This is an optimization exercise on Yosys and OpenROAD, whose aim is small area, a short achievable clock period and few clock cycles, not a production implementation.
The RTL was checked by simulation tests, not by an equivalence proof against the original design.
No activity file was given, so power comes from the tool's default toggle rates.

==> module swt_digit_cmp, before the edit <==
module swt_digit_cmp #(
  parameter int W = 32           
) (
  input  logic [W-1:0] a,
  input  logic [W-1:0] b,
  output logic         eq,
  output logic         lt
);
  localparam int N = W / 2;
  localparam int L = $clog2(N);
  logic [2*N-2:0] e, l;
  function automatic logic [1:0] digit_cmp(input logic [1:0] x, input logic [1:0] y);
    unique case ({x, y})
      4'b0000, 4'b0101, 4'b1010, 4'b1111:                 digit_cmp = 2'b10;
      4'b0001, 4'b0010, 4'b0011, 4'b0110, 4'b0111, 4'b1011: digit_cmp = 2'b01;
      default:                                             digit_cmp = 2'b00;
    endcase
  endfunction
  for (genvar j = 0; j < N; j++) begin : g_digit
    assign {e[j], l[j]} = digit_cmp(a[2*j+1 -: 2], b[2*j+1 -: 2]);
  end
  for (genvar s = 1; s <= L; s++) begin : g_level
    localparam int O  = 2*N - ((2*N) >> s);         
    localparam int OP = 2*N - ((2*N) >> (s - 1));   
    for (genvar j = 0; j < (N >> s); j++) begin : g_node
      assign e[O+j] = e[OP+2*j+1] && e[OP+2*j];
      assign l[O+j] = l[OP+2*j+1] || (e[OP+2*j+1] && l[OP+2*j]);
    end
  end
  assign eq = e[2*N-2];
  assign lt = l[2*N-2];
endmodule
clock: 5.0 ns
lec_check: 0
cap_margin: 20
core_margin: 2
core_utilization: 40
cts_cluster_diameter: 100
cts_cluster_size: 25
setup_slack_margin: 2.9
slew_margin: 20
tns_end_percent: 100
run.sh (not shown) runs the stock make flow with config.mk's settings and CLKGATE_MAP_FILE= SYNTH_SCRIPT=/design/flow/synth_recipe.tcl, a recipe that flattens the netlist after the stock synthesis.
Testbench counts at the start, summed over its fixed seeds: cycles 2,080.
Edit:
--- a/flow/design.v
+++ b/flow/design.v
@@ -40,38 +40,17 @@
     end
   end
 endmodule
 module swt_digit_cmp #(
-  parameter int W = 32           
+  parameter int W = 16
 ) (
   input  logic [W-1:0] a,
   input  logic [W-1:0] b,
   output logic         eq,
   output logic         lt
 );
-  localparam int N = W / 2;
-  localparam int L = $clog2(N);
-  logic [2*N-2:0] e, l;
-  function automatic logic [1:0] digit_cmp(input logic [1:0] x, input logic [1:0] y);
-    unique case ({x, y})
-      4'b0000, 4'b0101, 4'b1010, 4'b1111:                 digit_cmp = 2'b10;
-      4'b0001, 4'b0010, 4'b0011, 4'b0110, 4'b0111, 4'b1011: digit_cmp = 2'b01;
-      default:                                             digit_cmp = 2'b00;
-    endcase
-  endfunction
-  for (genvar j = 0; j < N; j++) begin : g_digit
-    assign {e[j], l[j]} = digit_cmp(a[2*j+1 -: 2], b[2*j+1 -: 2]);
-  end
-  for (genvar s = 1; s <= L; s++) begin : g_level
-    localparam int O  = 2*N - ((2*N) >> s);         
-    localparam int OP = 2*N - ((2*N) >> (s - 1));   
-    for (genvar j = 0; j < (N >> s); j++) begin : g_node
-      assign e[O+j] = e[OP+2*j+1] && e[OP+2*j];
-      assign l[O+j] = l[OP+2*j+1] || (e[OP+2*j+1] && l[OP+2*j]);
-    end
-  end
-  assign eq = e[2*N-2];
-  assign lt = l[2*N-2];
+  assign eq = (a == b);
+  assign lt = (a < b);
 endmodule
 module sorted_word_table_binary_search_top #(
   parameter int TABLE_DEPTH = swt_pkg::TABLE_DEPTH_DEF,
   parameter int WORD_CHARS  = swt_pkg::WORD_CHARS_DEF
Core utilization hardly moves.
Critical path depth is unchanged.
Fmax rose by 2.4%.
Cell area is higher by 0.62%.
Clock power is lower by about 2%.
Clock skew is about the same.
Register-to-register slack degrades by 0.02 ns.
Routed wire length goes down by 4.3%.
Total power went down by 3.1%.
Final cell count drops by 5.0%.
Sequential share of layout area is lower by 0.40 points.
Non-clock buffer count went down by 87.
Hold slack improves by 0.053 ns.
Synthesized cell count came out lower by 7.6%.
Testbench counts after the change, summed over its fixed seeds: cycles 2,080.

* * *

JK:
The RTL this note starts from:
==> flow/design.v <==
package swt_pkg;
  localparam int TABLE_DEPTH_DEF = 16;
  localparam int WORD_CHARS_DEF  = 8;
  localparam int CHAR_W      = 8;
  localparam int WORD_W      = 64;
  localparam int INDEX_W     = 4;
  localparam int COUNT_W     = 5;
  localparam int IN_TDATA_W  = 72;    
  localparam int OUT_TDATA_W = 8;     
  localparam logic [COUNT_W-1:0] ENTRY_COUNT_RST = 5'd10;
  localparam logic CMD_LOAD   = 1'b0;
  localparam logic CMD_SEARCH = 1'b1;
  localparam int QDEPTH = 5;
endpackage
module swt_table #(
  parameter int DEPTH = 16,
  parameter int WIDTH = 64,
  parameter int NCH   = 4,
  localparam int CHW  = WIDTH / NCH
) (
  input  logic                   clk,
  input  logic [DEPTH-1:0]       we,         
  input  logic [DEPTH-1:0]       keep,       
  input  logic [WIDTH-1:0]       wr_data,    
  output logic [DEPTH*NCH-1:0]   eq,         
  output logic [DEPTH*NCH-1:0]   lt          
);
  logic [DEPTH-1:0][WIDTH-1:0] mem;
  for (genvar i = 0; i < DEPTH; i++) begin : g_ent
    always_ff @(posedge clk) begin
      mem[i] <= ({WIDTH{we[i]}} & wr_data) | ({WIDTH{keep[i]}} & mem[i]);
    end
    for (genvar c = 0; c < NCH; c++) begin : g_part
      swt_digit_cmp #(.W(CHW)) u_cmp (
        .a  (mem[i][c*CHW +: CHW]),
        .b  (wr_data[c*CHW +: CHW]),
        .eq (eq[i*NCH + c]),
        .lt (lt[i*NCH + c])
      );
    end
  end
endmodule
module swt_digit_cmp #(
  parameter int W = 32           
) (
  input  logic [W-1:0] a,
  input  logic [W-1:0] b,
  output logic         eq,
  output logic         lt
);
  localparam int N = W / 2;
  localparam int L = $clog2(N);
  logic [2*N-2:0] e, l;
  function automatic logic [1:0] digit_cmp(input logic [1:0] x, input logic [1:0] y);
    unique case ({x, y})
      4'b0000, 4'b0101, 4'b1010, 4'b1111:                 digit_cmp = 2'b10;
      4'b0001, 4'b0010, 4'b0011, 4'b0110, 4'b0111, 4'b1011: digit_cmp = 2'b01;
      default:                                             digit_cmp = 2'b00;
    endcase
  endfunction
  for (genvar j = 0; j < N; j++) begin : g_digit
    assign {e[j], l[j]} = digit_cmp(a[2*j+1 -: 2], b[2*j+1 -: 2]);
  end
  for (genvar s = 1; s <= L; s++) begin : g_level
    localparam int O  = 2*N - ((2*N) >> s);         
    localparam int OP = 2*N - ((2*N) >> (s - 1));   
    for (genvar j = 0; j < (N >> s); j++) begin : g_node
      assign e[O+j] = e[OP+2*j+1] && e[OP+2*j];
      assign l[O+j] = l[OP+2*j+1] || (e[OP+2*j+1] && l[OP+2*j]);
    end
  end
  assign eq = e[2*N-2];
  assign lt = l[2*N-2];
endmodule
module sorted_word_table_binary_search_top #(
  parameter int TABLE_DEPTH = swt_pkg::TABLE_DEPTH_DEF,
  parameter int WORD_CHARS  = swt_pkg::WORD_CHARS_DEF
) (
  input  logic                              clk,
  input  logic                              rst_n,
  input  logic                              in_tvalid,
  output logic                              in_tready,
  input  logic                              in_tuser,    
  input  logic [swt_pkg::IN_TDATA_W-1:0]    in_tdata,    
  output logic                              out_tvalid,
  input  logic                              out_tready,
  output logic [swt_pkg::OUT_TDATA_W-1:0]   out_tdata,   
  input  logic                              cfg_valid,
  output logic                              cfg_ready,
  input  logic [swt_pkg::COUNT_W-1:0]       cfg_data
);
  localparam int CW = swt_pkg::CHAR_W;
  localparam int NC = WORD_CHARS;
  localparam int W  = CW * NC;
  localparam int D  = TABLE_DEPTH;
  localparam int AW = $clog2(TABLE_DEPTH);
  localparam int QD = swt_pkg::QDEPTH;
  localparam int OW = 1 + AW;                  
  localparam logic [D*D*(D+1)-1:0] ANC = 4352'h0000400020000000080000000000000000800000000000000000000000000000000000000000300000000c0000000000000000c00000000000000000000000000000000000000000000004000c0001000000000000c00010000000000000000000000000000000000000300000000d0001000040000000c0001800000000000000000000000000000000000000000400000001400040001000c00018000200000000000000000000000000000000000000000d0000000350001800c00018000300000000000000000000000000000000000000000c0001400000005c00c20018000300004000000000000000000000000000000000000c0001000340000000d300188003000060000000000000000000000000000000000000000100004000580000001ec0032000600008000000000000000000000000000000000000000000001800c200000033b000600c0c000000000000000000000000000000000000000000000000c2001880000006640c0c018100000000000000000000000000000000000000000000c0001800333000000ccd01e180000000000000000000000000000000000000000000c000180003000664000001f9c00c2000000000000000000000000000000000000000c0001800030000600c0c0000030f3000000000000000000000000000000000000000c0001800030000600c0c01e180000078640000000000000000000000000000000000c0001800030000600c0c01e1830f300000;
  localparam logic [(D+1)*D-1:0] WIN = 272'hffff7fff3fff1fff0fff07ff03ff01ff00ff007f003f001f000f0007000300010000;
  logic [swt_pkg::COUNT_W-1:0] n_r;
  assign cfg_ready = 1'b1;
  always_ff @(posedge clk) begin
    if (!rst_n) begin
      n_r <= swt_pkg::ENTRY_COUNT_RST;
    end else if (cfg_valid) begin
      n_r <= (cfg_data > swt_pkg::COUNT_W'(D)) ? swt_pkg::COUNT_W'(D) : cfg_data;
    end
  end
  logic            rdy_r;
  logic            accept;
  logic [NC-1:0]   nz, keep;
  logic [W-1:0]    canon;
  assign in_tready = rdy_r;
  assign accept    = in_tvalid && rdy_r;
  always_comb begin
    for (int c = 0; c < NC; c++) begin
      nz[c] = |in_tdata[swt_pkg::INDEX_W + c*CW +: CW];
    end
    keep[NC-1] = nz[NC-1];
    for (int c = NC-2; c >= 0; c--) begin
      keep[c] = keep[c+1] && nz[c];
    end
    for (int c = 0; c < NC; c++) begin
      canon[c*CW +: CW] = keep[c] ? in_tdata[swt_pkg::INDEX_W + c*CW +: CW] : '0;
    end
  end
  logic            q_v, q_cmd;
  logic [D-1:0]    q_we, q_keep;
  logic [W-1:0]    q_w;
  always_ff @(posedge clk) begin
    if (!rst_n) begin
      q_v    <= 1'b0;
      q_we   <= '0;
      q_keep <= '1;
    end else begin
      q_v <= accept;
      for (int i = 0; i < D; i++) begin
        q_we[i]   <=   accept && (in_tuser == swt_pkg::CMD_LOAD) && (in_tdata[AW-1:0] == AW'(i));
        q_keep[i] <= !(accept && (in_tuser == swt_pkg::CMD_LOAD) && (in_tdata[AW-1:0] == AW'(i)));
      end
    end
    q_cmd <= in_tuser;
    q_w   <= canon;
  end
  localparam int NCH = 4;                      
  logic [D*NCH-1:0] eq_p, lt_p;
  swt_table #(
    .DEPTH (D),
    .WIDTH (W),
    .NCH   (NCH)
  ) u_table (
    .clk     (clk),
    .we      (q_we),
    .keep    (q_keep),
    .wr_data (q_w),
    .eq      (eq_p),
    .lt      (lt_p)
  );
  logic              k_v, k_cmd;
  logic [D*NCH-1:0]  k_eq, k_lt;
  always_ff @(posedge clk) begin
    if (!rst_n) k_v <= 1'b0;
    else        k_v <= q_v;
    k_cmd <= q_cmd;
    k_eq  <= eq_p;
    k_lt  <= lt_p;
  end
  logic [D-1:0]        eq, lt, gt, win, hit;
  logic [D-1:0][D-1:0] ok;       
  always_comb begin
    for (int i = 0; i < D; i++) begin
      eq[i] = 1'b1;
      lt[i] = 1'b0;
      for (int c = NCH - 1; c >= 0; c--) begin
        lt[i] = lt[i] || (eq[i] && k_lt[i*NCH + c]);
        eq[i] = eq[i] && k_eq[i*NCH + c];
      end
    end
  end
  assign gt  = ~lt & ~eq;
  assign win = WIN[n_r*D +: D];
  for (genvar i = 0; i < D; i++) begin : g_hit
    for (genvar a = 0; a < D; a++) begin : g_anc
      localparam logic [D:0] T = ANC[(i*D + a)*(D+1) +: D+1];
      if (a == i || T == '0) begin : g_none
        assign ok[i][a] = 1'b1;
      end else if (a > i) begin : g_left
        assign ok[i][a] = !T[n_r] || gt[a];
      end else begin : g_right
        assign ok[i][a] = !T[n_r] || lt[a];
      end
    end
    assign hit[i] = (k_cmd == swt_pkg::CMD_SEARCH) && win[i] && eq[i] && (&ok[i]);
  end
  logic            h_v;
  logic [D-1:0]    h_hit;
  logic [OW-1:0]   res;
  always_ff @(posedge clk) begin
    if (!rst_n) h_v <= 1'b0;
    else        h_v <= k_v;
    h_hit <= hit;
  end
  always_comb begin
    res = '0;
    for (int i = 0; i < D; i++) begin
      if (h_hit[i]) res = res | OW'({AW'(i), 1'b1});
    end
  end
  logic [QD-1:0]           qv_r, qv_nxt;
  logic [QD-1:0][OW-1:0]   qd_r, qd_nxt;
  logic                    pop;
  logic [$clog2(QD+1)-1:0] occ_r, occ_nxt;
  assign pop = out_tready && qv_r[0];
  always_comb begin
    for (int k = 0; k < QD; k++) begin
      logic up_v, below_v, below_pop_v;
      logic [OW-1:0] up_d;
      up_v        = (k + 1 < QD) ? qv_r[(k + 1) % QD] : 1'b0;
      up_d        = qd_r[(k + 1) % QD];
      below_v     = (k == 0) || qv_r[(k + QD - 1) % QD];
      below_pop_v = (k == 0) || qv_r[k];
      if (pop) begin
        qv_nxt[k] = up_v || (h_v && below_pop_v);
        qd_nxt[k] = up_v ? up_d : res;
      end else begin
        qv_nxt[k] = qv_r[k] || (h_v && below_v);
        qd_nxt[k] = qv_r[k] ? qd_r[k] : res;
      end
    end
  end
  always_ff @(posedge clk) begin
    if (!rst_n) qv_r <= '0;
    else        qv_r <= qv_nxt;
    qd_r <= qd_nxt;
  end
  assign occ_nxt = occ_r + (accept ? 1'b1 : 1'b0) - (pop ? 1'b1 : 1'b0);
  always_ff @(posedge clk) begin
    if (!rst_n) begin
      occ_r <= '0;
      rdy_r <= 1'b1;
    end else begin
      occ_r <= occ_nxt;
      rdy_r <= (occ_nxt < QD);
    end
  end
  assign out_tvalid = qv_r[0];
  assign out_tdata  = swt_pkg::OUT_TDATA_W'(qd_r[0]);
endmodule
make LEC_CHECK=0 CAP_MARGIN=20 CORE_MARGIN=2 CORE_UTILIZATION=40 CTS_CLUSTER_DIAMETER=100 CTS_CLUSTER_SIZE=25 SETUP_SLACK_MARGIN=3.0 SLEW_MARGIN=20 TNS_END_PERCENT=100 finish   # period 5.0 ns
Testbench counts of JK, summed over its fixed seeds: cycles 2,080.
#### Input delta (MS over JK)
diff --git a/flow/design.v b/flow/design.v
--- a/flow/design.v
+++ b/flow/design.v
@@ -229,10 +229,24 @@
       end
     end
   end
-  always_ff @(posedge clk) begin
-    if (!rst_n) qv_r <= '0;
-    else        qv_r <= qv_nxt;
-    qd_r <= qd_nxt;
+  logic          nv0_r;
+  logic          hold0, take0;
+  logic [OW-1:0] out_nxt;
+  assign hold0   = qv_r[0] && !out_tready;
+  assign take0   = nv0_r || out_tready;          
+  assign out_nxt = ({OW{hold0}} & qd_r[0]) | ({OW{take0}} & ((pop && qv_r[1]) ? qd_r[1] : res));
+  always_ff @(posedge clk) begin
+    if (!rst_n) begin
+      qv_r  <= '0;
+      nv0_r <= 1'b1;
+    end else begin
+      qv_r  <= qv_nxt;
+      nv0_r <= !qv_nxt[0];
+    end
+    qd_r[0] <= out_nxt;
+    for (int k = 1; k < QD; k++) begin
+      qd_r[k] <= qd_nxt[k];
+    end
   end
   assign occ_nxt = occ_r + (accept ? 1'b1 : 1'b0) - (pop ? 1'b1 : 1'b0);
   always_ff @(posedge clk) begin
Results
- Sequential cell fraction of total power was higher in MS than in JK.
- Relative to JK, the maximum clock frequency measured on MS has increased slightly.
- [diff] minimum setup slack among reg-to-reg paths, MS relative to JK: regression
- ~same effective utilization at floorplan in JK and MS
- Count of buffers added by post-CTS timing repair for setup shrinks by a little under 10% when moving from JK to MS.
- JK and MS ended up with nearly the same die area.
- MS packs its core looser than JK.
- Sort JK and MS by part of the power in combinational logic asc -> top: MS
- The synthesized flop and latch total of MS and that of JK are within noise of each other.
- Sort JK and MS by max-slew headroom at the worst pin, ascending, and MS comes first.
- Relative to JK, MS improves worst setup slack.
Testbench counts of MS, summed over its fixed seeds: cycles 2,080.

[what the ideal ports hide]
The flow's constraints put no driver on any port. The routed layouts listed below were extracted and timed again, unchanged, in two steps. Step 1 sets driving cells, clkbuf_16 on the clock port and buf_2 on the other inputs (assumed; they add their load-dependent delay and slew). Step 2 times the ports against the registers' clock, not the clock port: input delays grow and output delays shrink by t, the midpoint of the rising clock arrivals with the driver on. a / b / c = ideal / step 1 / step 2; a / b = the first two.
run | shift t [ns] | setup WS [ns] | hold slack, ns
the first run of note 1 | 0.790 | 2.789 / 2.709 / 2.189 | 0.392 / 0.392 / 0.392
the second run of note 1 | 0.805 | 2.841 / 2.754 / 2.220 | 0.445 / 0.445 / 0.445
JK | 0.812 | 2.725 / 2.646 / 2.287 | 0.333 / 0.333 / 0.333
MS | 0.787 | 2.753 / 2.706 / 2.236 | 0.346 / 0.346 / 0.346
After both steps every run listed still meets setup and hold. For the second run of note 1, which loses most, drivers alone change the setup slack by -0.087 ns; drivers and shift together by -0.621 ns.
